Source: an optimization exercise on an open RTL-to-GDS flow (aim: small area and few clock cycles per item). Production flows keep margins and buffers that such runs may drop.
RTL that was checked went through simulation tests only; none was proved equivalent to the original.
For run 1, only the layout was checked, not whether the RTL still works.

## flow/design.v (module list and top-level ports; edited modules follow where they fit)
// module fp_mult_pipe: 1662 lines
module fp_mult_pipe #(
    parameter int EXP_W = 8,
    parameter int MAN_W = 23
) (
    input  logic                 clk,
    input  logic                 rst,
    input  logic                 in_valid,
    output logic                 in_ready,
    input  logic [EXP_W+MAN_W:0] a,
    input  logic [EXP_W+MAN_W:0] b,
    input  logic [2:0]           rnd,
    output logic                 out_valid,
    input  logic                 out_ready,
    output logic [EXP_W+MAN_W:0] z,
    output logic [7:0]           status
);
  // ...
==> flow/flow/run.sh <==
#!/bin/bash
# The standard layout (standard.sh: the standard flow's synthesis and ORFS flow), with every
# input and output port buffered by a plain buf_1 instead of the default port
# buffer cell. The make output is kept in flow_make.log; each ORFS step writes
# its own log under orfs/logs/.
set -euo pipefail
export BUFFER_PORTS_ARGS="-buffer_cell sky130_fd_sc_hd__buf_1"
bash standard.sh finish > flow_make.log 2>&1
==> flow/standard.sh <==
#!/bin/bash
# synth_recipe.tcl (not shown) runs the flow's synth.tcl, then flattens the netlist and writes it again
# the make line also repeats each setting of config.mk as NAME=value (left out here)
make -C /OpenROAD-flow-scripts/flow DESIGN_CONFIG=/design/flow/config.mk WORK_HOME=/design/flow/orfs CLKGATE_MAP_FILE= SYNTH_SCRIPT=/design/flow/synth_recipe.tcl "${@:-finish}"
==> flow/config.mk <==
export PLATFORM = sky130hd
export DESIGN_NAME = fp_mult_pipe
export DESIGN_NICKNAME = fp_mult_pipe
export VERILOG_FILES = /design/flow/design.v
export SDC_FILE = /design/flow/constraint.sdc
export NUM_CORES = 4
export LEC_CHECK = 0
export ABC_AREA = 1
export CAP_MARGIN = 20
export CORE_MARGIN = 2
export CORE_UTILIZATION = 40
export SLEW_MARGIN = 20
==> flow/constraint.sdc <==
create_clock -name core_clock -period 7.5 [get_ports {clk}]
set_input_delay 1.5000 -clock core_clock [delete_from_list [all_inputs] [get_ports {clk}]]
set_output_delay 1.5000 -clock core_clock [all_outputs]
set_load 0.01 [all_outputs]
==> flow_summary.json, run 1 <==
{
  "clk_share_pct": 0.819,
  "regArea_um2": 1250,
  "critical_path_required_ns": 7.54,
  "synth_top_family_by_area": "adder cells",
  "antenna_found_initial": 2,
  "multi_input_area_share_pct": 70.2,
  "layout_commonest_cell": "inv_1",
  "worst_pin_slew_ns": 1.01,
  "max_slew_margin_pct": 32.3,
  "ys.flop_type": "edfxtp_1",
  "area_growth_pct": 18.0,
  "path_class": "in -> reg",
  "slowest_stage": "fa_1",
  "synth-edff-count": 41,
  "slew_viol_final": 0,
  "synth_top_area_share_pct": 30.6,
  "maxCapViolations": 0,
  "cts_buffer_depth": 2,
  "fin_hold_ws_ns": 1.20,
  "finalCritPeriodShare_pct": 97.5,
  "die_h_um": 211,
  "finish.utilization_pct": 48.1,
  "ys_seq_area_share_pct": 7.27,
  "fin_area_um2": 20300,
  "status": "timing/DRC/antenna clean",
  "cts_resized": 17,
  "cts_tree": "yes",
  "min_path_type": "reg -> reg",
  "fmaxAchievable_mhz": 137,
  "max_stage_delay_ns": 0.58
}
==> run 2, diff against run 1 <==
--- a/flow/design.v
+++ b/flow/design.v
@@ -1475,119 +1475,179 @@
     assign ad_G33 = ad_g44 | (ad_p44 & ad_g43);
     logic ad_P33;
     assign ad_P33 = ad_p44 & ad_p43;
     logic ad_G34;
     assign ad_G34 = ad_g46 | (ad_p46 & ad_g45);
     logic ad_P34;
     assign ad_P34 = ad_p46 & ad_p45;
     logic ad_G35;
-    assign ad_G35 = ad_G23 | (ad_P23 & ad_G22);
+    assign ad_G35 = ad_g23 | (ad_p23 & ad_G22);
     logic ad_G36;
-    assign ad_G36 = ad_G25 | (ad_P25 & ad_G24);
-    logic ad_P36;
-    assign ad_P36 = ad_P25 & ad_P24;
+    assign ad_G36 = ad_G23 | (ad_P23 & ad_G22);
     logic ad_G37;
-    assign ad_G37 = ad_G27 | (ad_P27 & ad_G26);
+    assign ad_G37 = ad_g27 | (ad_p27 & ad_G24);
     logic ad_P37;
-    assign ad_P37 = ad_P27 & ad_P26;
+    assign ad_P37 = ad_p27 & ad_P24;
     logic ad_G38;
-    assign ad_G38 = ad_G29 | (ad_P29 & ad_G28);
+    assign ad_G38 = ad_G25 | (ad_P25 & ad_G24);
     logic ad_P38;
-    assign ad_P38 = ad_P29 & ad_P28;
+    assign ad_P38 = ad_P25 & ad_P24;
     logic ad_G39;
-    assign ad_G39 = ad_G31 | (ad_P31 & ad_G30);
+    assign ad_G39 = ad_g31 | (ad_p31 & ad_G26);
     logic ad_P39;
-    assign ad_P39 = ad_P31 & ad_P30;
+    assign ad_P39 = ad_p31 & ad_P26;
     logic ad_G40;
-    assign ad_G40 = ad_G33 | (ad_P33 & ad_G32);
+    assign ad_G40 = ad_G27 | (ad_P27 & ad_G26);
     logic ad_P40;
-    assign ad_P40 = ad_P33 & ad_P32;
+    assign ad_P40 = ad_P27 & ad_P26;
     logic ad_G41;
-    assign ad_G41 = ad_G36 | (ad_P36 & ad_G35);
+    assign ad_G41 = ad_g35 | (ad_p35 & ad_G28);
+    logic ad_P41;
+    assign ad_P41 = ad_p35 & ad_P28;
     logic ad_G42;
-    assign ad_G42 = ad_G38 | (ad_P38 & ad_G37);
+    assign ad_G42 = ad_G29 | (ad_P29 & ad_G28);
     logic ad_P42;
-    assign ad_P42 = ad_P38 & ad_P37;
+    assign ad_P42 = ad_P29 & ad_P28;
     logic ad_G43;
-    assign ad_G43 = ad_G40 | (ad_P40 & ad_G39);
+    assign ad_G43 = ad_g39 | (ad_p39 & ad_G30);
     logic ad_P43;
-    assign ad_P43 = ad_P40 & ad_P39;
+    assign ad_P43 = ad_p39 & ad_P30;
     logic ad_G44;
-    assign ad_G44 = ad_G42 | (ad_P42 & ad_G41);
+    assign ad_G44 = ad_G31 | (ad_P31 & ad_G30);
+    logic ad_P44;
+    assign ad_P44 = ad_P31 & ad_P30;
     logic ad_G45;
-    assign ad_G45 = ad_G43 | (ad_P43 & ad_G44);
+    assign ad_G45 = ad_g43 | (ad_p43 & ad_G32);
+    logic ad_P45;
+    assign ad_P45 = ad_p43 & ad_P32;
     logic ad_G46;
-    assign ad_G46 = ad_G37 | (ad_P37 & ad_G41);
+    assign ad_G46 = ad_G33 | (ad_P33 & ad_G32);
+    logic ad_P46;
+    assign ad_P46 = ad_P33 & ad_P32;
     logic ad_G47;
-    assign ad_G47 = ad_G39 | (ad_P39 & ad_G44);
+    assign ad_G47 = ad_g47 | (ad_p47 & ad_G34);
+    logic ad_P47;
+    assign ad_P47 = ad_p47 & ad_P34;
     logic ad_G48;
-    assign ad_G48 = ad_G24 | (ad_P24 & ad_G35);
+    assign ad_G48 = ad_g25 | (ad_p25 & ad_G36);
     logic ad_G49;
-    assign ad_G49 = ad_G26 | (ad_P26 & ad_G41);
+    assign ad_G49 = ad_G24 | (ad_P24 & ad_G36);
     logic ad_G50;
-    assign ad_G50 = ad_G28 | (ad_P28 & ad_G46);
+    assign ad_G50 = ad_G37 | (ad_P37 & ad_G36);
     logic ad_G51;
-    assign ad_G51 = ad_G30 | (ad_P30 & ad_G44);
+    assign ad_G51 = ad_G38 | (ad_P38 & ad_G36);
     logic ad_G52;
-    assign ad_G52 = ad_G32 | (ad_P32 & ad_G47);
+    assign ad_G52 = ad_g33 | (ad_p33 & ad_G40);
+    logic ad_P52;
+    assign ad_P52 = ad_p33 & ad_P40;
     logic ad_G53;
-    assign ad_G53 = ad_G34 | (ad_P34 & ad_G45);
+    assign ad_G53 = ad_G28 | (ad_P28 & ad_G40);
+    logic ad_P53;
+    assign ad_P53 = ad_P28 & ad_P40;
     logic ad_G54;
-    assign ad_G54 = ad_g23 | (ad_p23 & ad_G22);
+    assign ad_G54 = ad_G41 | (ad_P41 & ad_G40);
+    logic ad_P54;
+    assign ad_P54 = ad_P41 & ad_P40;
     logic ad_G55;
-    assign ad_G55 = ad_g25 | (ad_p25 & ad_G35);
+    assign ad_G55 = ad_G42 | (ad_P42 & ad_G40);
+    logic ad_P55;
+    assign ad_P55 = ad_P42 & ad_P40;
     logic ad_G56;
-    assign ad_G56 = ad_g27 | (ad_p27 & ad_G48);
+    assign ad_G56 = ad_g41 | (ad_p41 & ad_G44);
+    logic ad_P56;
+    assign ad_P56 = ad_p41 & ad_P44;
     logic ad_G57;
-    assign ad_G57 = ad_g29 | (ad_p29 & ad_G41);
+    assign ad_G57 = ad_G32 | (ad_P32 & ad_G44);
+    logic ad_P57;
+    assign ad_P57 = ad_P32 & ad_P44;
     logic ad_G58;
-    assign ad_G58 = ad_g31 | (ad_p31 & ad_G49);
+    assign ad_G58 = ad_G45 | (ad_P45 & ad_G44);
+    logic ad_P58;
+    assign ad_P58 = ad_P45 & ad_P44;
     logic ad_G59;
-    assign ad_G59 = ad_g33 | (ad_p33 & ad_G46);
+    assign ad_G59 = ad_G46 | (ad_P46 & ad_G44);
+    logic ad_P59;
+    assign ad_P59 = ad_P46 & ad_P44;
     logic ad_G60;
-    assign ad_G60 = ad_g35 | (ad_p35 & ad_G50);
+    assign ad_G60 = ad_g29 | (ad_p29 & ad_G51);
     logic ad_G61;
-    assign ad_G61 = ad_g37 | (ad_p37 & ad_G44);
+    assign ad_G61 = ad_G26 | (ad_P26 & ad_G51);
     logic ad_G62;
-    assign ad_G62 = ad_g39 | (ad_p39 & ad_G51);
+    assign ad_G62 = ad_G39 | (ad_P39 & ad_G51);
     logic ad_G63;
-    assign ad_G63 = ad_g41 | (ad_p41 & ad_G47);
+    assign ad_G63 = ad_G40 | (ad_P40 & ad_G51);
     logic ad_G64;
-    assign ad_G64 = ad_g43 | (ad_p43 & ad_G52);
+    assign ad_G64 = ad_G52 | (ad_P52 & ad_G51);
     logic ad_G65;
-    assign ad_G65 = ad_g45 | (ad_p45 & ad_G45);
+    assign ad_G65 = ad_G53 | (ad_P53 & ad_G51);
     logic ad_G66;
-    assign ad_G66 = ad_g47 | (ad_p47 & ad_G53);
+    assign ad_G66 = ad_G54 | (ad_P54 & ad_G51);
+    logic ad_G67;
+    assign ad_G67 = ad_G55 | (ad_P55 & ad_G51);
+    logic ad_G68;
+    assign ad_G68 = ad_g45 | (ad_p45 & ad_G59);
+    logic ad_P68;
+    assign ad_P68 = ad_p45 & ad_P59;
+    logic ad_G69;
+    assign ad_G69 = ad_G34 | (ad_P34 & ad_G59);
+    logic ad_P69;
+    assign ad_P69 = ad_P34 & ad_P59;
+    logic ad_G70;
+    assign ad_G70 = ad_G47 | (ad_P47 & ad_G59);
+    logic ad_P70;
+    assign ad_P70 = ad_P47 & ad_P59;
+    logic ad_G71;
+    assign ad_G71 = ad_g37 | (ad_p37 & ad_G67);
+    logic ad_G72;
+    assign ad_G72 = ad_G30 | (ad_P30 & ad_G67);
+    logic ad_G73;
+    assign ad_G73 = ad_G43 | (ad_P43 & ad_G67);
+    logic ad_G74;
+    assign ad_G74 = ad_G44 | (ad_P44 & ad_G67);
+    logic ad_G75;
+    assign ad_G75 = ad_G56 | (ad_P56 & ad_G67);
+    logic ad_G76;
+    assign ad_G76 = ad_G57 | (ad_P57 & ad_G67);
+    logic ad_G77;
+    assign ad_G77 = ad_G58 | (ad_P58 & ad_G67);
+    logic ad_G78;
+    assign ad_G78 = ad_G59 | (ad_P59 & ad_G67);
+    logic ad_G79;
+    assign ad_G79 = ad_G68 | (ad_P68 & ad_G67);
+    logic ad_G80;
+    assign ad_G80 = ad_G69 | (ad_P69 & ad_G67);
+    logic ad_G81;
+    assign ad_G81 = ad_G70 | (ad_P70 & ad_G67);
     assign prod_hi_s[0] = ad_p22 ^ ad_G21;
     assign prod_hi_s[1] = ad_p23 ^ ad_G22;
-    assign prod_hi_s[2] = ad_p24 ^ ad_G54;
-    assign prod_hi_s[3] = ad_p25 ^ ad_G35;
-    assign prod_hi_s[4] = ad_p26 ^ ad_G55;
-    assign prod_hi_s[5] = ad_p27 ^ ad_G48;
-    assign prod_hi_s[6] = ad_p28 ^ ad_G56;
-    assign prod_hi_s[7] = ad_p29 ^ ad_G41;
-    assign prod_hi_s[8] = ad_p30 ^ ad_G57;
-    assign prod_hi_s[9] = ad_p31 ^ ad_G49;
-    assign prod_hi_s[10] = ad_p32 ^ ad_G58;
-    assign prod_hi_s[11] = ad_p33 ^ ad_G46;
-    assign prod_hi_s[12] = ad_p34 ^ ad_G59;
-    assign prod_hi_s[13] = ad_p35 ^ ad_G50;
-    assign prod_hi_s[14] = ad_p36 ^ ad_G60;
-    assign prod_hi_s[15] = ad_p37 ^ ad_G44;
-    assign prod_hi_s[16] = ad_p38 ^ ad_G61;
-    assign prod_hi_s[17] = ad_p39 ^ ad_G51;
-    assign prod_hi_s[18] = ad_p40 ^ ad_G62;
-    assign prod_hi_s[19] = ad_p41 ^ ad_G47;
-    assign prod_hi_s[20] = ad_p42 ^ ad_G63;
-    assign prod_hi_s[21] = ad_p43 ^ ad_G52;
-    assign prod_hi_s[22] = ad_p44 ^ ad_G64;
-    assign prod_hi_s[23] = ad_p45 ^ ad_G45;
-    assign prod_hi_s[24] = ad_p46 ^ ad_G65;
-    assign prod_hi_s[25] = ad_p47 ^ ad_G53;
+    assign prod_hi_s[2] = ad_p24 ^ ad_G35;
+    assign prod_hi_s[3] = ad_p25 ^ ad_G36;
+    assign prod_hi_s[4] = ad_p26 ^ ad_G48;
+    assign prod_hi_s[5] = ad_p27 ^ ad_G49;
+    assign prod_hi_s[6] = ad_p28 ^ ad_G50;
+    assign prod_hi_s[7] = ad_p29 ^ ad_G51;
+    assign prod_hi_s[8] = ad_p30 ^ ad_G60;
+    assign prod_hi_s[9] = ad_p31 ^ ad_G61;
+    assign prod_hi_s[10] = ad_p32 ^ ad_G62;
+    assign prod_hi_s[11] = ad_p33 ^ ad_G63;
+    assign prod_hi_s[12] = ad_p34 ^ ad_G64;
+    assign prod_hi_s[13] = ad_p35 ^ ad_G65;
+    assign prod_hi_s[14] = ad_p36 ^ ad_G66;
+    assign prod_hi_s[15] = ad_p37 ^ ad_G67;
+    assign prod_hi_s[16] = ad_p38 ^ ad_G71;
+    assign prod_hi_s[17] = ad_p39 ^ ad_G72;
+    assign prod_hi_s[18] = ad_p40 ^ ad_G73;
+    assign prod_hi_s[19] = ad_p41 ^ ad_G74;
+    assign prod_hi_s[20] = ad_p42 ^ ad_G75;
+    assign prod_hi_s[21] = ad_p43 ^ ad_G76;
+    assign prod_hi_s[22] = ad_p44 ^ ad_G77;
+    assign prod_hi_s[23] = ad_p45 ^ ad_G78;
+    assign prod_hi_s[24] = ad_p46 ^ ad_G79;
+    assign prod_hi_s[25] = ad_p47 ^ ad_G80;
     logic        sign_r;
     logic [1:0]  sp_r, rc_r;
     logic [8:0]  esum_r;
     logic [25:0] prod_r;         
     logic        low_r;          
     always_ff @(posedge clk) begin
         if (adv_s) begin
             sign_r <= sign_s;
==> flow/flow/run.sh (replaced) <==
#!/bin/bash
# The standard layout (standard.sh: the standard flow's synthesis and ORFS flow) with three
# changes:
#  - after the standard synthesis, polfix.py picks for each full-adder cell
#    whether to feed it the complements of its inputs (a full adder is
#    self-dual: FA(~a,~b,~c) = (~sum,~cout)) so as to need the fewest
#    inverters, turns a half adder whose two inputs both come complemented
#    into xor2 + nor2 on the uncomplemented inputs, and rewrites the
#    netlist; registers are left untouched;
#  - every input and output port is buffered by a plain buf_1 instead of the
#    default port buffer cell;
#  - the timing-driven global placement's resizer changes are not kept
#    (GPL_KEEP_OVERFLOW=0): repair_timing after CTS fixes what is needed.
# Logs: flow_synth.log, flow_polfix.log, flow_make.log here; each ORFS step
# writes its own log under orfs/logs/.
set -euo pipefail
export BUFFER_PORTS_ARGS="-buffer_cell sky130_fd_sc_hd__buf_1"
export GPL_KEEP_OVERFLOW=0
res=$PWD/orfs/results/${FLOW_PLATFORM}/fp_mult_pipe/base
bash standard.sh "$res/1_2_yosys.v" > flow_synth.log 2>&1
cp "$res/1_2_yosys.v" synth_standard.v
python3 flow/polfix.py synth_standard.v "$res/1_2_yosys.v" > flow_polfix.log 2>&1
bash standard.sh finish > flow_make.log 2>&1
==> flow/flow/polfix.py (new file) <==
#!/usr/bin/env python3
"""Remove inverters around full adders by choosing each full adder's polarity.

A full adder is self-dual: FA(~a, ~b, ~c) = (~sum, ~cout). So any full adder
may be fed the complements of its inputs, and then yields the complements of
its outputs. This picks, for each fa cell, whether to do so, to minimise the
number of nets that need an inverted copy, and rewrites the netlist with one
inv_1 per such net. Usage: polfix.py in.v out.v
"""
import re, sys, random, collections

src = open(sys.argv[1]).read()
OUTPINS = {"X", "Y", "Q", "Q_N", "SUM", "COUT", "HI", "LO"}
cell_re = re.compile(r'^(\s*)(sky130_fd_sc_hd__\w+)\s+(\S+)\s*\((.*?)\);\n', re.S | re.M)
pin_re = re.compile(r'\.(\w+)\(([^()]*)\)')

cells = []
for m in cell_re.finditer(src):
    pins = [(p, n.strip()) for p, n in pin_re.findall(m.group(4))]
    cells.append(dict(span=m.span(), type=m.group(2), name=m.group(3), pins=pins))

def is_inv(c): return re.search(r'__(clk)?inv_\d+$', c['type']) is not None
def is_fa(c): return re.search(r'__fa_\d+$', c['type']) is not None
def is_ha(c): return re.search(r'__ha_\d+$', c['type']) is not None

# nets named in assigns or as ports are "special": their value must not change
special = set()
for m in re.finditer(r'^\s*assign\s+(.*?);', src, re.M):
    for tok in re.findall(r'\\\S+|[A-Za-z_][\w$]*(?:\[\d+\])?', m.group(1)):
        special.add(tok)
ports = set()
for m in re.finditer(r'^\s*(input|output)\s+(?:\[(\d+):(\d+)\]\s+)?(\S+);', src, re.M):
    name = m.group(4)
    if m.group(2):
        for i in range(int(m.group(3)), int(m.group(2)) + 1):
            ports.add(f"{name}[{i}]")
    ports.add(name)
special |= ports

driver = {}
for ci, c in enumerate(cells):
    for p, n in c['pins']:
        if p in OUTPINS:
            driver[n] = (ci, p)

removable = set()
for ci, c in enumerate(cells):
    if is_inv(c):
        y = dict(c['pins'])['Y']
        if y not in special:
            removable.add(ci)

def root(n):
    par = 0
    seen = 0
    while n in driver and driver[n][0] in removable:
        ci = driver[n][0]
        n = dict(cells[ci]['pins'])['A']
        par ^= 1
        seen += 1
        if seen > 100: raise SystemExit("loop")
    return n, par

fas = [ci for ci, c in enumerate(cells) if is_fa(c)]
fixed = set()
for ci in fas:
    for p, n in cells[ci]['pins']:
        if p in OUTPINS and n in special:
            fixed.add(ci)

# consumers: (cell index, pin, root, parity)
cons = []
for ci, c in enumerate(cells):
    if ci in removable: continue
    for p, n in c['pins']:
        if p in OUTPINS: continue
        r, par = root(n)
        cons.append((ci, p, r, par))
byroot = collections.defaultdict(list)
for k, (ci, p, r, par) in enumerate(cons):
    byroot[r].append(k)
pi = collections.defaultdict(int)

def rdrv(r):
    d = driver.get(r)
    return d[0] if d else None

hapins = {}   # ha cell -> {pin: consumer index}
for k, (ci, p, r, par) in enumerate(cons):
    if is_ha(cells[ci]):
        hapins.setdefault(ci, {})[p] = k

def q(k):
    ci, p, r, par = cons[k]
    d = rdrv(r)
    pd = pi[d] if d is not None else 0
    return par ^ pd ^ pi[ci]

def ha_split(ci):
    """An HA whose two inputs both want complements becomes xor2 + nor2 on
    the uncomplemented inputs: ~a ^ ~b = a ^ b and ~a & ~b = ~(a | b)."""
    ks = hapins.get(ci)
    return ks is not None and len(ks) == 2 and all(q(k) for k in ks.values())

def need_inv(r):
    for k in byroot[r]:
        if q(k) and not ha_split(cons[k][0]):
            return 1
    return 0

touch = collections.defaultdict(set)
for ci in fas:
    for p, n in cells[ci]['pins']:
        if p in OUTPINS:
            touch[ci].add(n)
        else:
            touch[ci].add(root(n)[0])

partners = collections.defaultdict(set)
for ci, ks in hapins.items():
    rs = [cons[k][2] for k in ks.values()]
    for r in rs:
        partners[r] |= set(rs)
for ci in fas:
    extra = set()
    for r in touch[ci]:
        extra |= partners[r]
    touch[ci] |= extra
before = sum(need_inv(r) for r in byroot)
random.seed(1)
order = [ci for ci in fas if ci not in fixed]
improved = True
while improved:
    improved = False
    random.shuffle(order)
    for ci in order:
        rs = touch[ci]
        old = sum(need_inv(r) for r in rs)
        pi[ci] ^= 1
        new = sum(need_inv(r) for r in rs)
        if new < old:
            improved = True
        elif new > old:
            pi[ci] ^= 1
        # ties: keep flipped state randomly to escape plateaus
        elif random.random() < 0.5:
            pi[ci] ^= 1
after = sum(need_inv(r) for r in byroot)
print(f"polfix: {sum(1 for ci in hapins if ha_split(ci))} half adders split, {len(removable)} inverters removed, {after} added "
      f"({before} before optimising), {sum(pi[c] for c in fas)} of {len(fas)} adders flipped",
      file=sys.stderr)

# rewrite
def esc(n): return n + " " if n.startswith("\\") else n
newpins = {}
invs = []
invname = {}
for r in byroot:
    d = rdrv(r)
    pd = pi[d] if d is not None else 0
    for k in byroot[r]:
        ci, p, _, par = cons[k]
        if (par ^ pd ^ pi[ci]) and not ha_split(ci):
            if r not in invname:
                nm = f"polinv_{len(invname)}_n"
                invname[r] = nm
                invs.append((r, nm))
            newpins[(ci, p)] = invname[r]
        else:
            newpins[(ci, p)] = r

out = []
pos = 0
for ci, c in enumerate(cells):
    a, b = c['span']
    out.append(src[pos:a])
    pos = b
    if ci in removable:
        continue
    text = src[a:b]
    if is_ha(c) and ha_split(ci):
        pins = dict(c['pins'])
        ia, ib = esc(newpins[(ci, 'A')]), esc(newpins[(ci, 'B')])
        out.append(f"  sky130_fd_sc_hd__xor2_1 {c['name']}_x (\n    .A({ia}),\n    .B({ib}),\n    .X({esc(pins['SUM'])})\n  );\n")
        out.append(f"  sky130_fd_sc_hd__nor2_1 {c['name']}_c (\n    .A({ia}),\n    .B({ib}),\n    .Y({esc(pins['COUT'])})\n  );\n")
        continue
    body = ",\n".join(f"    .{p}({esc(newpins.get((ci, p), n) if p not in OUTPINS else n)})" for p, n in c['pins'])
    out.append(f"  {c['type']} {c['name']} (\n{body}\n  );\n")
tail = src[pos:]
decl = "".join(f"  wire {nm};\n" for r, nm in invs)
cellt = "".join(f"  sky130_fd_sc_hd__inv_1 {nm}_inv (\n    .A({r + ' ' if r.startswith(chr(92)) else r}),\n    .Y({nm})\n  );\n" for r, nm in invs)
tail = tail.replace("endmodule", cellt + "endmodule", 1)
text = "".join(out) + tail
first = cells[0]['span'][0]
text = text[:first] + decl + text[first:]
open(sys.argv[2], "w").write(text)
==> flow/config.mk (replaced) <==
export PLATFORM = sky130hd
export DESIGN_NAME = fp_mult_pipe
export DESIGN_NICKNAME = fp_mult_pipe
export VERILOG_FILES = /design/flow/design.v
export SDC_FILE = /design/flow/constraint.sdc
export NUM_CORES = 4
export LEC_CHECK = 0
export ABC_AREA = 1
export CAP_MARGIN = 20
export CORE_MARGIN = 2
export CORE_UTILIZATION = 60
export CTS_BUF_LIST = sky130_fd_sc_hd__clkbuf_4 sky130_fd_sc_hd__clkbuf_8
export SLEW_MARGIN = 20
==> run 2 against run 1 <==
Net effect: cell count shrank 12%; synthesized cell count shrank 1.7%; core utilization grew 19 points; die area shrank 34%; critical path depth shrank 4; wire length shrank 1.6%; sequential cell count is the same; clock skew shrank 0.0037 ns; worst hold slack lost 0.47 ns; global-route usage grew 12 points; fmax shrank 0.42%.
==> flow_summary.json, run 2 <==
{
  "top_regs": "prod_r (26), esum_r (9)",
  "gr-usage-all-layers_pct": 37.8,
  "initial_core_util_pct": 60.7,
  "min_path_type": "reg -> reg",
  "worst_pin_slew_ns": 1.29,
  "ant_nets": 0,
  "crit_arrival_ns": 7.38,
  "antenna_found_initial": 0,
  "critical_path_required_ns": 7.54,
  "cp_common_cell": "fa_1",
  "period_needed_ns": 7.34,
  "status": "timing/DRC/antenna clean",
  "clkLatencyLatePin_ns": 0.31,
  "maxCapViolations": 0,
  "cts_sinks": 42,
  "via_per_inst": 6.20,
  "area_growth_pct": 10.7,
  "synthCells": 2084,
  "first_pass_iters": 6,
  "io_buffers": 110,
  "h-tree-depth": 2,
  "cp_max_fo": 26,
  "finalCritPeriodShare_pct": 97.9,
  "io-pin-count": 113,
  "mappedNetlistArea_um2": 16800,
  "grt_pass1_wl_mm": 83.9,
  "fin_nets": 2574,
  "rows": 61,
  "setup_viol": 0,
  "drive_gt1_share_pct": 11.9,
  "setup_tns_ns": 0,
  "root_buffer": "clkbuf_8",
  "fin_area_um2": 18600,
  "critPathBufInv": 5,
  "die_h_um": 171,
  "dieArea_um2": 29300,
  "numCtsBuffers": 5,
  "dr.first_iter.drc_count": 1995,
  "fin_hold_ws_ns": 0.725,
  "r2r-start": "v_r",
  "worstSetupStartpointType": "input port",
  "top_register": "prod_r",
  "slowest_stage": "fa_1",
  "drcViolationCount": 0,
  "dp_hpwl_mm": 38.7,
  "placed_cell_area_um2": 17200,
  "ys_warn_count": 1,
  "max_stage_delay_ns": 0.58,
  "cts_buffer_depth": 2,
  "skew_ns": 0.00502,
  "place_congestion": 0.931,
  "wl_per_cell_um": 22.0,
  "r2r_slack_ns": 6.35,
  "hold_start": "v_r",
  "largest_reg_flops": 26,
  "path_class": "in -> reg",
  "r2r_end": "prod_r[23]",
  "dieWidth_um": 171,
  "drt-total-wl_mm": 55.9,
  "slew_viol_final": 0,
  "core_um2": 27600,
  "layout_common_cells": "xor2_1 (312), o22ai_1 (261), fa_1 (251), nand2_1 (248), inv_1 (237)",
  "endpoint_kind": "flip-flop",
  "layout_commonest_cell": "xor2_1",
  "cts.reportedPaths.clkPinSlew_ns": 0.08,
  "num_vias": 15800,
  "min_to": "v_r",
  "finish.utilization_pct": 67.2,
  "overflow": 0,
  "syn_area_per_cell_um2": 8.05,
  "max_slew_margin_pct": 13.1,
  "grt_pass1_vias": 14900,
  "rsz0062_at_grt": "true",
  "hold_depth": 2,
  "final_hold_viol_count": 0,
  "r2r_cells": 2,
  "cts_tree": "yes",
  "cpLargestDelayFamily": "adder cells",
  "hold_buffers": 0,
  "fmaxAchievable_mhz": 136,
  "grt_max_degree": 34
}
-- run 2: area by class of cell --
| type | count | area (um2) |
|---|---|---|
| tap | 378 | 473 |
| fill | 2406 | 9060 |
| clock inverter | 2 | 37.5 |
| antenna | 1 | 2.50 |
| timing repair inverter | 23 | 123 |
| inverter | 271 | 1140 |
| timing repair buffer | 187 | 1160 |
| clock buffer | 6 | 76.3 |
| sequential | 42 | 1250 |
| multi-input combinational | 1638 | 14300 |
-- run 2: per-layer routing --
metal / vias to the layer above / part of all wire (%) / GRT usage, %
met3: 227 / 12 / 8.28
li1: 7009 / - / -
met4: 0 / 5.4 / 16.2
met2: 1066 / 44 / 59.9
met1: 7489 / 39 / 50.3
met5: - / 0 / 0
-- run 2: what timing repair did --
action	CTS	global route
resized for setup	107	60
buffers inserted	32	38
gates cloned	17	8
pin swaps	5	16
endpoints found under the setup margin	27	51
-- run 2: worst max-delay path by stage --
stage                     start    endpoint  slack (ns)  cells past startpoint
after CTS                 b[19]  prod_r[16]       0.009                     25
final                     b[11]  prod_r[16]        0.16                     28
after global placement    b[15]  prod_r[16]       -2.67                     26
after global routing       b[5]  prod_r[16]       -0.05                     29
after floorplan            b[1]  prod_r[16]        0.03                     28
after detailed placement   b[3]  prod_r[16]       -2.25                     27
-- run 2: through the flow --
stage / cells / worst slack (ns)
CTS: 2501 / 0.00869
global placement: 2437 / -2.67
floorplan: 2085 / 0.0308
detailed placement: 2444 / -2.25
global route: 2547 / -0.0489
finish: 2548 / 0.158
-- run 2: tightest hold or removal path: cells and delay by family, from the launching register on --
family             cells  cell delay (ns)
AOI/OAI and AO/OA      1             0.10
DFF                    1             0.34
and+or+nand+nor        1             0.24
Testbench counts of run 2, summed over its fixed seeds: cycles 12,008, items 12,000.
==> run 3, diff against run 2 <==
--- a/flow/flow/run.sh
+++ b/flow/flow/run.sh
@@ -6,3 +6,3 @@
 #    self-dual: FA(~a,~b,~c) = (~sum,~cout)) so as to need the fewest
-#    inverters, turns a half adder whose two inputs both come complemented
+#    inverters (and likewise swaps xor2 and xnor2 gates), turns a half adder whose two inputs both come complemented
 #    into xor2 + nor2 on the uncomplemented inputs, and rewrites the
--- a/flow/flow/polfix.py
+++ b/flow/flow/polfix.py
@@ -23,2 +23,3 @@
 def is_fa(c): return re.search(r'__fa_\d+$', c['type']) is not None
+def is_xor(c): return re.search(r'__x(n)?or2_\d+$', c['type']) is not None
 def is_ha(c): return re.search(r'__ha_\d+$', c['type']) is not None
@@ -64,4 +65,6 @@
 fas = [ci for ci, c in enumerate(cells) if is_fa(c)]
+faset = set(fas)
+xors = [ci for ci, c in enumerate(cells) if is_xor(c)]
 fixed = set()
-for ci in fas:
+for ci in fas + xors:
     for p, n in cells[ci]['pins']:
@@ -96,3 +99,3 @@
     pd = pi[d] if d is not None else 0
-    return par ^ pd ^ pi[ci]
+    return par ^ pd ^ (pi[ci] if ci in faset else 0)
 
@@ -117,2 +120,6 @@
             touch[ci].add(root(n)[0])
+for ci in xors:
+    for p, n in cells[ci]['pins']:
+        if p in OUTPINS:
+            touch[ci].add(n)
 
@@ -123,3 +130,3 @@
         partners[r] |= set(rs)
-for ci in fas:
+for ci in fas + xors:
     extra = set()
@@ -130,3 +137,3 @@
 random.seed(1)
-order = [ci for ci in fas if ci not in fixed]
+order = [ci for ci in fas + xors if ci not in fixed]
 improved = True
@@ -149,3 +156,3 @@
 print(f"polfix: {sum(1 for ci in hapins if ha_split(ci))} half adders split, {len(removable)} inverters removed, {after} added "
-      f"({before} before optimising), {sum(pi[c] for c in fas)} of {len(fas)} adders flipped",
+      f"({before} before optimising), {sum(pi[c] for c in fas)} of {len(fas)} adders and {sum(pi[c] for c in xors)} of {len(xors)} xor gates flipped",
       file=sys.stderr)
@@ -162,3 +169,3 @@
         ci, p, _, par = cons[k]
-        if (par ^ pd ^ pi[ci]) and not ha_split(ci):
+        if q(k) and not ha_split(ci):
             if r not in invname:
@@ -186,2 +193,11 @@
         continue
+    if ci in xors and pi[ci]:
+        typ = c['type']
+        if '__xor2_' in typ:
+            typ = typ.replace('__xor2_', '__xnor2_'); outp = ('X', 'Y')
+        else:
+            typ = typ.replace('__xnor2_', '__xor2_'); outp = ('Y', 'X')
+        c = dict(c, type=typ, pins=[(outp[1] if p == outp[0] else p, n) for p, n in c['pins']])
+        for p in ('A', 'B'):
+            pass
     body = ",\n".join(f"    .{p}({esc(newpins.get((ci, p), n) if p not in OUTPINS else n)})" for p, n in c['pins'])
==> run 3 against run 2 <==
Net effect: area after synthesis decreased by 0.54%; critical path depth is 3 lower; critical endpoint unchanged; critical path type unchanged; still clean on timing, DRC and antenna; worst hold slack lost 0.0086 ns; wire length fell by 3.2%.
==> flow_summary.json, run 3 <==
{
  "grt_pass1_wl_mm": 82.1,
  "final_hold_viol_count": 0,
  "ys_warn_count": 1,
  "path_class": "in -> reg",
  "io-pin-count": 113,
  "synthCells": 2061,
  "crit_arrival_ns": 7.36,
  "cp_common_cell": "fa_1",
  "layout_common_cells": "xor2_1 (296), o22ai_1 (261), fa_1 (252), nand2_1 (250), inv_1 (215)",
  "placed_cell_area_um2": 17100,
  "max_stage_delay_ns": 0.59,
  "cts_sinks": 42,
  "skew_ns": 0.0130,
  "finalCritPeriodShare_pct": 97.6,
  "fin_cells": 2496,
  "top_regs": "prod_r (26), esum_r (9)",
  "ant_nets": 0,
  "wl_per_cell_um": 21.7,
  "clkLatencyLatePin_ns": 0.31,
  "max_slew_margin_pct": 16.8,
  "place_congestion": 0.941,
  "maxCapViolations": 0,
  "num_vias": 15300,
  "grt_max_degree": 34,
  "min_to": "v_r",
  "r2r_end": "prod_r[17]",
  "antenna_found_initial": 1,
  "dr.first_iter.drc_count": 1649,
  "first_pass_iters": 8,
  "gr-usage-all-layers_pct": 36.7,
  "min_path_type": "reg -> reg",
  "rows": 61,
  "rsz0062_at_grt": "true",
  "fin_area_um2": 18200,
  "status": "timing/DRC/antenna clean",
  "h-tree-depth": 2,
  "overflow": 0,
  "top_register": "prod_r",
  "root_buffer": "clkbuf_8",
  "hold_start": "v_r",
  "r2r-start": "v_r",
  "endpoint_kind": "flip-flop",
  "fmaxAchievable_mhz": 137,
  "hold_depth": 2,
  "r2r_slack_ns": 6.35,
  "dp_hpwl_mm": 38.2,
  "grt_pass1_vias": 14900,
  "finish.utilization_pct": 66.1,
  "setup_tns_ns": 0,
  "io_buffers": 110,
  "fillers": 2393,
  "drive_gt1_share_pct": 10.3,
  "dieArea_um2": 29200,
  "mappedNetlistArea_um2": 16700,
  "period_needed_ns": 7.32,
  "initial_core_util_pct": 60.5,
  "layout_commonest_cell": "xor2_1",
  "drt-total-wl_mm": 54.1,
  "area_growth_pct": 9.11,
  "worstSetupStartpointType": "input port",
  "num_antenna_cells": 0,
  "drcViolationCount": 0,
  "slowest_stage": "fa_1",
  "cts_tree": "yes",
  "syn_area_per_cell_um2": 8.09,
  "dieWidth_um": 171,
  "largest_reg_flops": 26,
  "cts.reportedPaths.clkPinSlew_ns": 0.09,
  "fin_nets": 2522,
  "r2r_cells": 2,
  "cp_max_fo": 13,
  "critical_path_required_ns": 7.54,
  "slew_viol_final": 0,
  "cts_buffer_depth": 2,
  "place_inst": 2420,
  "worst_pin_slew_ns": 1.24,
  "core_um2": 27600,
  "setup_viol": 0,
  "via_per_inst": 6.12,
  "numCtsBuffers": 5,
  "die_h_um": 171
}
[run 3: through the flow]
step / setup WS [ns] / hold slack, ns
floorplan: 0.0308 / 1.41
global placement: -2.76 / 1.69
detailed placement: -2.29 / 0.705
CTS: 0.0353 / 0.718
global route: -0.0306 / 0.753
finish: 0.181 / 0.716
[run 3: how the worst max path moves through the flow]
stage | end | depth (start not counted) | slack (ns) | start
after global routing | prod_r[16] | 24 | -0.03 | a[9]
final | prod_r[16] | 25 | 0.18 | a[9]
after global placement | prod_r[16] | 26 | -2.76 | b[15]
after CTS | prod_r[16] | 27 | 0.04 | b[9]
after detailed placement | prod_r[16] | 26 | -2.29 | b[9]
after floorplan | prod_r[16] | 28 | 0.03 | b[1]
[run 3: timing repair]
action | in CTS | in global routing
endpoints found under the hold margin | 0 | 0
hold buffers | 0 | 0
pin swaps | 6 | 6
gates cloned | 9 | 10
setup endpoints to repair | 46 | 52
gates resized for setup | 102 | 38
setup buffers | 16 | 31
[run 3: cell type report]
class | count | area (um2) | area share [%]
clock buffer | 6 | 76.3 | 0.419
clock inverter | 2 | 8.76 | 0.0481
inverter | 247 | 1040 | 5.69
multi-input combinational | 1639 | 14200 | 78.1
sequential | 42 | 1250 | 6.87
tap | 378 | 473 | 2.60
timing repair buffer | 165 | 1050 | 5.76
timing repair inverter | 17 | 87.6 | 0.481
[run 3: worst max-delay path, delay by kind of cell]
family	cells	cell delay, ns
fa+ha+maj	6	2.60
xor+xnor	3	0.70
compound gates	1	0.27
simple gates	12	1.35
buf+inv	3	0.92
[run 3: metal layers]
| metal | track usage (%) | vias to the layer above | routed length, um |
|---|---|---|---|
| li1 | - | 6881 | - |
| met1 | 48.7 | 7319 | 21000 |
| met2 | 60.2 | 872 | 24700 |
| met3 | 5.94 | 204 | 5730 |
| met4 | 14.8 | 2 | 2700 |
| met5 | 0 | - | 13 |
==> run 4, diff against run 3 <==
--- a/flow/flow/run.sh
+++ b/flow/flow/run.sh
@@ -3,8 +3,10 @@
 # changes:
-#  - after the standard synthesis, polfix.py picks for each full-adder cell
-#    whether to feed it the complements of its inputs (a full adder is
-#    self-dual: FA(~a,~b,~c) = (~sum,~cout)) so as to need the fewest
-#    inverters (and likewise swaps xor2 and xnor2 gates), turns a half adder whose two inputs both come complemented
-#    into xor2 + nor2 on the uncomplemented inputs, and rewrites the
-#    netlist; registers are left untouched;
+#  - after the standard synthesis, polfix.py removes inverters: it picks for
+#    each full adder whether to feed it the complements of its inputs (a full
+#    adder is self-dual: FA(~a,~b,~c) = (~sum,~cout)), for each xor2/xnor2
+#    and half adder whether its outputs come complemented (xor2 <-> xnor2;
+#    half adder -> xnor2 + nand2), lets xor gates absorb complemented inputs,
+#    and turns a half adder whose two inputs both come complemented into
+#    xor2 + nor2 on the uncomplemented inputs, so as to need the fewest
+#    inverters; registers are left untouched;
 #  - every input and output port is buffered by a plain buf_1 instead of the
--- a/flow/flow/polfix.py
+++ b/flow/flow/polfix.py
@@ -67,4 +67,5 @@
 xors = [ci for ci, c in enumerate(cells) if is_xor(c)]
+has = [ci for ci, c in enumerate(cells) if is_ha(c)]
 fixed = set()
-for ci in fas + xors:
+for ci in fas + xors + has:
     for p, n in cells[ci]['pins']:
@@ -90,2 +91,3 @@
 
+kof = {(ci, p): k for k, (ci, p, r, par) in enumerate(cons)}
 hapins = {}   # ha cell -> {pin: consumer index}
@@ -107,4 +109,9 @@
 
+xorset = set(xors)
+
 def need_inv(r):
     for k in byroot[r]:
+        # an xor gate absorbs a complemented input by becoming xnor
+        if cons[k][0] in xorset:
+            continue
         if q(k) and not ha_split(cons[k][0]):
@@ -120,3 +127,3 @@
             touch[ci].add(root(n)[0])
-for ci in xors:
+for ci in xors + has:
     for p, n in cells[ci]['pins']:
@@ -130,3 +137,3 @@
         partners[r] |= set(rs)
-for ci in fas + xors:
+for ci in fas + xors + has:
     extra = set()
@@ -137,3 +144,3 @@
 random.seed(1)
-order = [ci for ci in fas + xors if ci not in fixed]
+order = [ci for ci in fas + xors + has if ci not in fixed]
 improved = True
@@ -156,3 +163,3 @@
 print(f"polfix: {sum(1 for ci in hapins if ha_split(ci))} half adders split, {len(removable)} inverters removed, {after} added "
-      f"({before} before optimising), {sum(pi[c] for c in fas)} of {len(fas)} adders and {sum(pi[c] for c in xors)} of {len(xors)} xor gates flipped",
+      f"({before} before optimising), {sum(pi[c] for c in fas)} of {len(fas)} adders and {sum(pi[c] for c in xors)} of {len(xors)} xor gates and {sum(pi[c] for c in has)} half adders' outputs flipped",
       file=sys.stderr)
@@ -169,3 +176,3 @@
         ci, p, _, par = cons[k]
-        if q(k) and not ha_split(ci):
+        if q(k) and not ha_split(ci) and ci not in xorset:
             if r not in invname:
@@ -187,17 +194,31 @@
     text = src[a:b]
-    if is_ha(c) and ha_split(ci):
+    if is_ha(c) and (ha_split(ci) or pi[ci]):
+        # split: inputs taken uncomplemented (~a^~b = a^b, ~a&~b = ~(a|b));
+        # pi: both outputs complemented
         pins = dict(c['pins'])
         ia, ib = esc(newpins[(ci, 'A')]), esc(newpins[(ci, 'B')])
-        out.append(f"  sky130_fd_sc_hd__xor2_1 {c['name']}_x (\n    .A({ia}),\n    .B({ib}),\n    .X({esc(pins['SUM'])})\n  );\n")
-        out.append(f"  sky130_fd_sc_hd__nor2_1 {c['name']}_c (\n    .A({ia}),\n    .B({ib}),\n    .Y({esc(pins['COUT'])})\n  );\n")
+        sp = ha_split(ci)
+        xt = "xnor2_1" if pi[ci] else "xor2_1"
+        xo = "Y" if pi[ci] else "X"
+        if sp and pi[ci]:
+            ct, co = "or2_1", "X"
+        elif sp:
+            ct, co = "nor2_1", "Y"
+        else:
+            ct, co = "nand2_1", "Y"
+        out.append(f"  sky130_fd_sc_hd__{xt} {c['name']}_x (\n    .A({ia}),\n    .B({ib}),\n    .{xo}({esc(pins['SUM'])})\n  );\n")
+        out.append(f"  sky130_fd_sc_hd__{ct} {c['name']}_c (\n    .A({ia}),\n    .B({ib}),\n    .{co}({esc(pins['COUT'])})\n  );\n")
         continue
-    if ci in xors and pi[ci]:
+    if ci in xorset:
+        inv = pi[ci]
         typ = c['type']
-        if '__xor2_' in typ:
-            typ = typ.replace('__xor2_', '__xnor2_'); outp = ('X', 'Y')
-        else:
-            typ = typ.replace('__xnor2_', '__xor2_'); outp = ('Y', 'X')
-        c = dict(c, type=typ, pins=[(outp[1] if p == outp[0] else p, n) for p, n in c['pins']])
-        for p in ('A', 'B'):
-            pass
+        for p, n in c['pins']:
+            if p not in OUTPINS:
+                inv ^= q(kof[(ci, p)])
+        if inv:
+            if '__xor2_' in typ:
+                typ = typ.replace('__xor2_', '__xnor2_'); outp = ('X', 'Y')
+            else:
+                typ = typ.replace('__xnor2_', '__xor2_'); outp = ('Y', 'X')
+            c = dict(c, type=typ, pins=[(outp[1] if p == outp[0] else p, n) for p, n in c['pins']])
     body = ",\n".join(f"    .{p}({esc(newpins.get((ci, p), n) if p not in OUTPINS else n)})" for p, n in c['pins'])
==> run 4 against run 3 <==
Net effect: global-route usage fell by 0.13 points; count of clock-buffer cells in the layout stayed put; area after synthesis fell by 1.1%; synthesized cell count shrank 0.78%; fmax up 0.95%.
==> flow_summary.json, run 4 <==
{
  "status": "timing/DRC/antenna clean",
  "cts_buffer_depth": 2,
  "fin_hold_ws_ns": 0.714,
  "layout_commonest_cell": "nand2_1",
  "fmaxAchievable_mhz": 138,
  "wl_per_cell_um": 21.6,
  "via_per_inst": 6.19,
  "gr-usage-all-layers_pct": 36.6,
  "skew_ns": 0.00852,
  "hold_start": "v_r",
  "ys_warn_count": 1,
  "multi_input_area_um2": 14200,
  "ant_nets": 0,
  "core_um2": 27000,
  "worst_pin_slew_ns": 1.18,
  "initial_core_util_pct": 61.2,
  "worstSetupStartpointType": "input port",
  "setup_viol": 0,
  "area_growth_pct": 9.61,
  "r2r-start": "v_r",
  "grt_pass1_wl_mm": 81.5,
  "min_path_type": "reg -> reg",
  "drt-total-wl_mm": 53.0,
  "first_pass_iters": 6,
  "layout_common_cells": "nand2_1 (282), xor2_1 (261), o22ai_1 (260), fa_1 (250), inv_1 (172)",
  "r2r_end": "prod_r[18]",
  "r2r_cells": 2,
  "numCtsBuffers": 5,
  "mappedNetlistArea_um2": 16500,
  "die_h_um": 170,
  "endpoint_kind": "flip-flop",
  "largest_reg_flops": 26,
  "h-tree-depth": 2,
  "num_antenna_cells": 0,
  "crit_arrival_ns": 7.29,
  "finish.utilization_pct": 67.1,
  "final_hold_viol_count": 0,
  "top_register": "prod_r",
  "grt_pass1_vias": 15000,
  "hold_depth": 2,
  "finalCritPeriodShare_pct": 96.7,
  "cts.reportedPaths.clkPinSlew_ns": 0.08,
  "drcViolationCount": 0,
  "grt_max_degree": 34,
  "dr.first_iter.drc_count": 1672,
  "fin_nets": 2490,
  "slew_viol_final": 0,
  "clkLatencyLatePin_ns": 0.30,
  "cts_tree": "yes",
  "place_congestion": 0.918,
  "critical_path_required_ns": 7.54,
  "io-pin-count": 113,
  "synthCells": 2045,
  "fillers": 2382,
  "period_needed_ns": 7.25,
  "maxCapViolations": 0,
  "r2r_slack_ns": 6.37,
  "hold_buffers": 0,
  "drive_gt1_share_pct": 11.0,
  "max_slew_margin_pct": 20.9,
  "overflow": 0,
  "regArea_um2": 1250,
  "io_buffers": 110,
  "syn_area_per_cell_um2": 8.07,
  "cp_max_fo": 10,
  "min_to": "v_r",
  "path_class": "in -> reg",
  "rows": 60,
  "top_regs": "prod_r (26), esum_r (9)",
  "antenna_found_initial": 0,
  "root_buffer": "clkbuf_8",
  "cts_sinks": 42,
  "dieArea_um2": 28800,
  "dieWidth_um": 170,
  "dp_hpwl_mm": 37.4,
  "num_vias": 15200
}
run 4: final cells by class:
type	instances	share of cell area (%)
clock buffer	6	0.422
clock inverter	2	0.208
inverter	202	4.79
multi-input combinational	1667	78.6
sequential	42	6.92
tap	341	2.36
timing repair buffer	178	6.07
timing repair inverter	21	0.595
run 4: per-stage QoR:
stage | setup slack [ns] | cell area, um2 | setup TNS, ns | instances
3_5_place_dp | -1.80 | 16900 | -34.75 | 2368
6_report | 0.250 | 18100 | 0 | 2459
3_3_place_gp | -2.46 | 16700 | -59.48 | 2361
4_1_cts | 0.000388 | 17500 | 0 | 2408
2_1_floorplan | 0.0312 | 16500 | 0 | 2046
5_1_grt | -0.0139 | 18100 | -0.0139 | 2459
run 4: worst max-delay path: stages:
cell        delay [ns]
buf_1             0.26
clkinvlp_4        0.35
o22ai_2           0.26
xor2_1            0.23
fa_1              0.49
fa_2              0.37
fa_1              0.53
fa_1              0.45
fa_2              0.64
xor2_4            0.21
nand2_1           0.10
o21bai_1          0.17
a21oi_1           0.15
a211oi_1          0.07
nand2_2           0.11
fa_2              0.21
nand3_1           0.09
nand3_2           0.11
nand4_1           0.10
nand3_2           0.12
nand3_1           0.11
nand2_4           0.10
inv_1             0.05
fa_1              0.37
xnor2_1           0.13
run 4: repair_timing:
item | 4_1_cts | 5_1_grt
endpoints found under the setup margin | 27 | 49
gates resized for setup | 86 | 45
buffers inserted | 19 | 39
pin swaps | 4 | 9
gates cloned | 13 | 9
run 4: worst max path at each step:
stage / from / to / slack [ns] / cells after the start
after floorplan: b[1] / prod_r[16] / 0.03 / 28
after global placement: b[15] / prod_r[16] / -2.46 / 25
after detailed placement: b[11] / prod_r[16] / -1.80 / 26
after CTS: a[13] / prod_r[16] / 0.0004 / 25
after global routing: b[9] / prod_r[16] / -0.01 / 27
final: a[16] / prod_r[16] / 0.25 / 25
run 4: routing by layer:
layer	vias to the layer above	track usage, %	routed length [um]
met5	-	0	0
met4	0	13.3	2290
met3	155	8.79	6380
met2	938	58.6	23600
met1	7226	48.5	20800
li1	6894	-	-
==> run 5, diff against run 4 <==
--- a/flow/flow/polfix.py
+++ b/flow/flow/polfix.py
@@ -1,9 +1,14 @@
 #!/usr/bin/env python3
-"""Remove inverters around full adders by choosing each full adder's polarity.
-
-A full adder is self-dual: FA(~a, ~b, ~c) = (~sum, ~cout). So any full adder
-may be fed the complements of its inputs, and then yields the complements of
-its outputs. This picks, for each fa cell, whether to do so, to minimise the
-number of nets that need an inverted copy, and rewrites the netlist with one
-inv_1 per such net. Usage: polfix.py in.v out.v
+"""Remove inverters from a mapped sky130 netlist by choosing cell polarities.
+
+A full adder is self-dual: FA(~a, ~b, ~c) = (~sum, ~cout), so any fa cell
+may be fed the complements of its inputs and then yields the complements of
+its outputs. An xor2/xnor2 gate may swap type to complement its output or to
+absorb a complemented input. A half adder may give complemented outputs as
+xnor2 + nand2, and one whose two inputs both come complemented becomes xor2 +
+nor2 on the uncomplemented inputs (~a ^ ~b = a ^ b, ~a & ~b = ~(a | b)).
+A local search picks these choices to minimise the nets that need an
+inverted copy; the netlist is rewritten with one inv_1 per such net.
+Registers and all other cells are left as they are.
+Usage: polfix.py in.v out.v
 """
==> run 5 against run 4 <==
Net effect: area after synthesis did not move; die area did not move; clock skew did not move; first-iteration DRC count did not move; worst setup slack did not move; critical path depth did not move; still clean on timing, DRC and antenna; non-clock buffer count did not move; fmax did not move.
==> flow_summary.json, run 5 <==
{
  "status": "timing/DRC/antenna clean",
  "pre_cts_ws_ns": -1.80,
  "fmaxAchievable_mhz": 138,
  "path_class": "in -> reg",
  "root_buffer": "clkbuf_8",
  "cp-startpoint": "a[16]",
  "endpoint_kind": "flip-flop",
  "r2r-start": "v_r",
  "die_h_um": 170,
  "maxCapViolations": 0,
  "cts.reportedPaths.clkPinSlew_ns": 0.08,
  "first_pass_iters": 6,
  "num_antenna_cells": 0,
  "synthCells": 2045,
  "layout_commonest_cell": "nand2_1",
  "worst_slack_ns": 0.250,
  "finalCritPeriodShare_pct": 96.7,
  "crit_arrival_ns": 7.29,
  "top_regs": "prod_r (26), esum_r (9)",
  "hold_buffers": 0,
  "via_per_inst": 6.19,
  "overflow": 0,
  "antenna_found_initial": 0,
  "dr.first_iter.drc_count": 1672,
  "setup_tns_ns": 0,
  "layout_common_cells": "nand2_1 (282), xor2_1 (261), o22ai_1 (260), fa_1 (250), inv_1 (172)",
  "cts_buffer_depth": 2,
  "ant_nets": 0,
  "fin_area_um2": 18100,
  "initial_core_util_pct": 61.2,
  "grt_pass1_vias": 15000,
  "drive_gt1_share_pct": 11.0,
  "finish.utilization_pct": 67.1,
  "dieArea_um2": 28800,
  "fin_nets": 2490,
  "mappedNetlistArea_um2": 16500,
  "cts_tree": "yes",
  "place_congestion": 0.918,
  "syn_area_per_cell_um2": 8.07,
  "grt_max_degree": 34,
  "fin_cells": 2459,
  "core_um2": 27000,
  "final_hold_viol_count": 0,
  "worstSetupStartpointType": "input port",
  "fin_hold_ws_ns": 0.714,
  "area_growth_pct": 9.61,
  "setup_viol": 0,
  "min_path_type": "reg -> reg",
  "num_vias": 15200,
  "worst_pin_slew_ns": 1.18,
  "rows": 60,
  "cp_max_fo": 10,
  "numCtsBuffers": 5,
  "placed_cell_area_um2": 16900,
  "skew_ns": 0.00852,
  "gr-usage-all-layers_pct": 36.6,
  "wl_per_cell_um": 21.6,
  "h-tree-depth": 2,
  "drcViolationCount": 0,
  "place_inst": 2368,
  "hold_start": "v_r",
  "largest_reg_flops": 26,
  "cts_sinks": 42,
  "io-pin-count": 113,
  "critical_path_required_ns": 7.54,
  "max_slew_margin_pct": 20.9,
  "period_needed_ns": 7.25,
  "io_buffers": 110,
  "slew_viol_final": 0,
  "clkLatencyLatePin_ns": 0.30,
  "dieWidth_um": 170,
  "drt-total-wl_mm": 53.0,
  "dp_hpwl_mm": 37.4,
  "top_register": "prod_r",
  "grt_pass1_wl_mm": 81.5,
  "ys_warn_count": 1
}
-- run 5: final cells by class --
| type | instances | area (um2) |
|---|---|---|
| inverter | 202 | 866 |
| clock buffer | 6 | 76.3 |
| multi-input combinational | 1667 | 14200 |
| timing repair inverter | 21 | 108 |
| fill | 2382 | 8870 |
| clock inverter | 2 | 37.5 |
| tap | 341 | 427 |
| sequential | 42 | 1250 |
| timing repair buffer | 178 | 1100 |
-- run 5: what timing repair did --
action | CTS | global route
hold endpoints to repair | 0 | 0
buffers inserted | 19 | 39
pin swaps | 4 | 9
cloned | 13 | 9
setup endpoints to repair | 27 | 49
gates resized for setup | 86 | 45
-- run 5: path summary, 6_finish.rpt --
kind                                    to  slack [ns]  depth (start not counted)
worst max-delay path            prod_r[16]        0.25                         25
worst min-delay path                   v_r        0.71                          2
worst max register to register  prod_r[18]        6.37                          2
worst min register to register         v_r        0.71                          2
-- run 5: worst max-delay path, stage by stage --
cell,delay [ns]
buf_1,0.26
clkinvlp_4,0.35
o22ai_2,0.26
xor2_1,0.23
fa_1,0.49
fa_2,0.37
fa_1,0.53
fa_1,0.45
fa_2,0.64
xor2_4,0.21
nand2_1,0.10
o21bai_1,0.17
a21oi_1,0.15
a211oi_1,0.07
nand2_2,0.11
fa_2,0.21
nand3_1,0.09
nand3_2,0.11
nand4_1,0.10
nand3_2,0.12
nand3_1,0.11
nand2_4,0.10
inv_1,0.05
fa_1,0.37
xnor2_1,0.13
-- run 5: per-layer routing --
layer  GRT usage, %  vias up  routed length (um)
li1               -     6894                   -
met5              0        -                   0
met4           13.3        0                2290
met3           8.79      155                6380
met1           48.5     7226               20800
met2           58.6      938               23600

-- static timing again, ports no longer ideal --
In the flow no input, the clock included, has a driving cell. The finished layouts below were timed again as built, in two steps.
Step 1 sets driving cells, clkbuf_16 on the clock port and buf_2 on the other inputs (assumed; they add their load-dependent delay and slew).
Step 2 also shifts input and output timing later by t, the mid clock arrival at the registers, as if the neighbouring blocks saw the same clock.
Slacks: ideal ports / drivers / drivers and shift; pairs: ideal ports / drivers.
run	t, ns	slack for setup (ns)	worst hold slack (ns)	latest minus earliest clock arrival (ns)
run 1	0.325	0.188 / 0.208 / -0.117	1.200 / 1.200 / 1.200	0.011 / 0.011
run 2	0.342	0.158 / 0.172 / -0.170	0.725 / 0.725 / 0.725	0.008 / 0.008
run 3	0.343	0.181 / 0.198 / -0.144	0.716 / 0.716 / 0.716	0.013 / 0.013
run 4	0.335	0.250 / 0.261 / -0.074	0.714 / 0.714 / 0.714	0.009 / 0.009
run 5	0.335	0.250 / 0.261 / -0.074	0.714 / 0.714 / 0.714	0.009 / 0.009
With both steps, setup timing fails in every run listed, where it was met with ideal ports. For run 2, which loses most, drivers alone change the setup slack by +0.014 ns; drivers and shift together by -0.328 ns.
